What follows belongs to an exercise in optimizing a design on an open flow for small area, a short achievable clock period and few clock cycles per item; a production flow would make more cautious choices.
In this exercise RTL edits were held to simulation tests only and were not proved equivalent to the original.

Setup of exp/juniper:
==> module cnn_layer_par, before the edit <==
module cnn_layer_par (
  input  logic         clk,
  input  logic         reset,
  input  logic         start,
  input  logic [3:0]   ch_en,
  input  logic         relu_en,
  input  logic         wt_we,
  input  logic [1:0]   wt_ch,
  input  logic [0:0]   wt_w,
  input  logic [3:0]   wt_tap,
  input  logic [15:0]  wt_data,
  input  logic         in_valid,
  output logic         in_ready,
  input  logic [63:0]  in_data,
  output logic [127:0] out_data,
  output logic [3:0]   finished
);
  logic       busy_q;      
  logic [8:0] tap_q;       
  logic       rdy_q;
  logic [3:0] en_q, fin_q;
  logic       relu_q;
  logic       first_q;     
  logic       p1_q;        
  logic       p2_q;        
  logic       clr_q;       
  logic       go, hs;
  assign go = start & ~busy_q;
  assign hs = in_valid & rdy_q & (busy_q | start);
  always_ff @(posedge clk) begin
    if (reset) begin
      busy_q  <= 1'b0;
      tap_q   <= 9'd1;
      rdy_q   <= 1'b1;
      en_q    <= '0;
      relu_q  <= 1'b0;
      fin_q   <= '0;
      first_q <= 1'b0;
      p1_q    <= 1'b0;
      p2_q    <= 1'b0;
      clr_q   <= 1'b1;
    end else begin
      clr_q   <= p2_q;
      first_q <= hs & tap_q[0];
      p1_q    <= hs & tap_q[8];
      p2_q    <= p1_q;
      if (go) begin
        busy_q <= 1'b1;
        en_q   <= ch_en;
        relu_q <= relu_en;
        fin_q  <= '0;
      end else if (p2_q) begin
        busy_q <= 1'b0;
        fin_q  <= '1;
      end else if (busy_q) begin
        fin_q  <= fin_q | ~en_q;    
      end
      if (p2_q) begin
        tap_q <= 9'd1;
        rdy_q <= 1'b1;
      end else if (hs) begin
        tap_q <= tap_q << 1;
        rdy_q <= ~tap_q[8];
      end
    end
  end
  logic [15:0] wt_q [72];
  logic [15:0] wdat;
  logic        wt_ok;
  assign wt_ok = wt_we & ~busy_q & (wt_tap < 4'd9);
  assign wdat  = reset ? 16'd0 : wt_data;
  for (genvar i = 0; i < 72; i++) begin : g_wt
    localparam int C = i / 18;
    localparam int W = (i / 9) % 2;
    localparam int T = i % 9;
    wire wen = reset | (wt_ok && wt_ch == C && wt_w == W && wt_tap == T);
    always_ff @(posedge clk) begin
      if (wen) wt_q[i] <= wdat;
    end
  end
  logic [7:0]  one_q [4];
  logic [7:0]  two_q [4];
  logic [7:0]  neg_q [4];
  logic [7:0]  negv_q [4];
  logic [15:0] w_q   [8];
  for (genvar c = 0; c < 4; c++) begin : g_enc
    logic [16:0] xe;
    logic [7:0] one_d, two_d, neg_d, negv_d;
    assign xe = {in_data[16*c +: 16], 1'b0};
    always_comb begin
      for (int j = 0; j < 8; j++) begin
        one_d[j] = hs & (xe[2*j+1] ^ xe[2*j]);
        two_d[j] = hs & ((xe[2*j+2] & ~xe[2*j+1] & ~xe[2*j]) | (~xe[2*j+2] & xe[2*j+1] & xe[2*j]));
        neg_d[j] = hs & xe[2*j+2];
        negv_d[j] = hs & ~xe[2*j+2];
      end
    end
    always_ff @(posedge clk) begin
      one_q[c] <= one_d;
      two_q[c] <= two_d;
      neg_q[c] <= neg_d;
      negv_q[c] <= negv_d;
    end
  end
  for (genvar l = 0; l < 8; l++) begin : g_wsel
    logic [15:0] ws;
    always_comb begin
      ws = '0;
      for (int t = 0; t < 9; t++) begin
        ws = ws | (wt_q[l*9 + t] & {16{tap_q[t]}});
      end
    end
    always_ff @(posedge clk) w_q[l] <= ws;
  end
  for (genvar l = 0; l < 8; l++) begin : g_lane
    cnn_mac_lane u_lane (
      .clk   (clk),
      .clr (go),
      .one   (one_q[l/2]),
      .two   (two_q[l/2]),
      .neg   (neg_q[l/2]),
      .negv  (negv_q[l/2]),
      .w     (w_q[l]),
      .relu  (relu_q),
      .en    (en_q[l/2]),
      .out   (out_data[16*l +: 16])
    );
  end
  assign in_ready = rdy_q;
  assign finished = fin_q;
endmodule
==> flow/config.mk <==
export PLATFORM = sky130hd
export DESIGN_NAME = cnn_layer_par
export DESIGN_NICKNAME = cnn_layer_par
export VERILOG_FILES = /design/flow/design.v
export SDC_FILE = /design/flow/constraint.sdc
export NUM_CORES = 4
export LEC_CHECK = 0
export CAP_MARGIN = 20
export CORE_MARGIN = 2
export CORE_UTILIZATION = 55
export CTS_CLUSTER_DIAMETER = 60
export CTS_CLUSTER_SIZE = 30
export SLEW_MARGIN = 20
==> flow/constraint.sdc <==
create_clock -name core_clock -period 11.0 [get_ports {clk}]
set_input_delay 2.2000 -clock core_clock [delete_from_list [all_inputs] [get_ports {clk}]]
set_output_delay 2.2000 -clock core_clock [all_outputs]
set_load 0.01 [all_outputs]
standard.sh (not shown) runs the stock make flow with config.mk's settings and CLKGATE_MAP_FILE= SYNTH_SCRIPT=/design/flow/synth_recipe.tcl, a recipe that flattens the netlist after the stock synthesis.
==> flow/flow/run.sh <==
#!/bin/bash
set -euo pipefail
MARGIN=${MARGIN:-7.5}
bash standard.sh SETUP_SLACK_MARGIN=$MARGIN finish > standard_flow.log 2>&1
Testbench counts of exp/juniper, summed over its fixed seeds: cycles 2,816, passes 256.
[inputs] exp/tundra vs exp/juniper
--- a/flow/design.v
+++ b/flow/design.v
@@ -617,17 +617,26 @@
     end
   end
   logic [15:0] wt_q [72];
-  logic [15:0] wdat;
+  logic        wv_q;         
+  logic        wclr_q;       
+  logic [2:0]  wl_q;         
+  logic [8:0]  wt1_q;        
+  logic [15:0] wd_q;         
   logic        wt_ok;
   assign wt_ok = wt_we & ~busy_q & (wt_tap < 4'd9);
-  assign wdat  = reset ? 16'd0 : wt_data;
+  always_ff @(posedge clk) begin
+    wclr_q <= reset;
+    wv_q   <= ~reset & wt_ok;
+    wl_q   <= {wt_ch, wt_w};
+    wd_q   <= wt_data;
+    for (int t = 0; t < 9; t++) wt1_q[t] <= (wt_tap == 4'(t));
+  end
   for (genvar i = 0; i < 72; i++) begin : g_wt
-    localparam int C = i / 18;
-    localparam int W = (i / 9) % 2;
+    localparam int L = i / 9;
     localparam int T = i % 9;
-    wire wen = reset | (wt_ok && wt_ch == C && wt_w == W && wt_tap == T);
+    wire wen = wclr_q | (wv_q && wl_q == 3'(L) && wt1_q[T]);
     always_ff @(posedge clk) begin
-      if (wen) wt_q[i] <= wdat;
+      if (wen) wt_q[i] <= wclr_q ? 16'd0 : wd_q;
     end
   end
   logic [7:0]  one_q [4];
@@ -662,7 +671,8 @@
         ws = ws | (wt_q[l*9 + t] & {16{tap_q[t]}});
       end
     end
-    always_ff @(posedge clk) w_q[l] <= ws;
+    wire hit = wclr_q | (wv_q && wl_q == 3'(l) && |(wt1_q & tap_q));
+    always_ff @(posedge clk) w_q[l] <= hit ? (wclr_q ? 16'd0 : wd_q) : ws;
   end
   for (genvar l = 0; l < 8; l++) begin : g_lane
     cnn_mac_lane u_lane (
==> comparison <==
exp/tundra: full flow OK, the timing, design-rule and antenna checks passed. exp/tundra contains more vias than exp/juniper. Looking only at global-route met1 utilization, and setting everything else aside, the lower value of exp/tundra and exp/juniper goes to exp/juniper. The higher synthesized cell count came out of exp/tundra. Clock buffer count, exp/tundra vs exp/juniper: up by a few percent. Total wire length after detailed routing on exp/tundra is behind exp/juniper. Between exp/juniper and exp/tundra, actual slew at the worst max-slew pin increased.
Testbench counts of exp/tundra, summed over its fixed seeds: cycles 2,816, passes 256.

re-timing with driven ports:
In the flow no input, the clock included, has a driving cell. The finished layouts below were timed again as built, in two steps. Step 1 (the two cells are an assumption about what drives the block):
set clk [get_ports {clk}]
set_driving_cell -lib_cell sky130_fd_sc_hd__clkbuf_16 $clk
set_driving_cell -lib_cell sky130_fd_sc_hd__buf_2 [delete_from_list [all_inputs] $clk]
Step 2 adds t to the input delays and takes it off the output delays; t is the mean of the earliest and latest rising clock arrival at the registers after step 1. Input paths then give back, and output paths get back, about the clock's delay inside the block. a / b / c = no drivers / after step 1 / after step 2; a / b = the first two.
| run | t, ns | setup slack, ns | worst setup path after step 2 | latest minus earliest clock arrival (ns) | worst register clock-pin slew, ns |
|---|---|---|---|---|---|
| exp/juniper | 0.952 | 7.433 / 7.343 / 6.521 | input to register | 0.066 / 0.066 | 0.11 / 0.11 |
| exp/tundra | 0.954 | 7.392 / 7.299 / 6.648 | input to register | 0.066 / 0.065 | 0.11 / 0.11 |
After both steps setup and hold are still met in every run listed. For exp/juniper, which loses most, drivers alone change the setup slack by -0.090 ns; drivers and shift together by -0.912 ns.
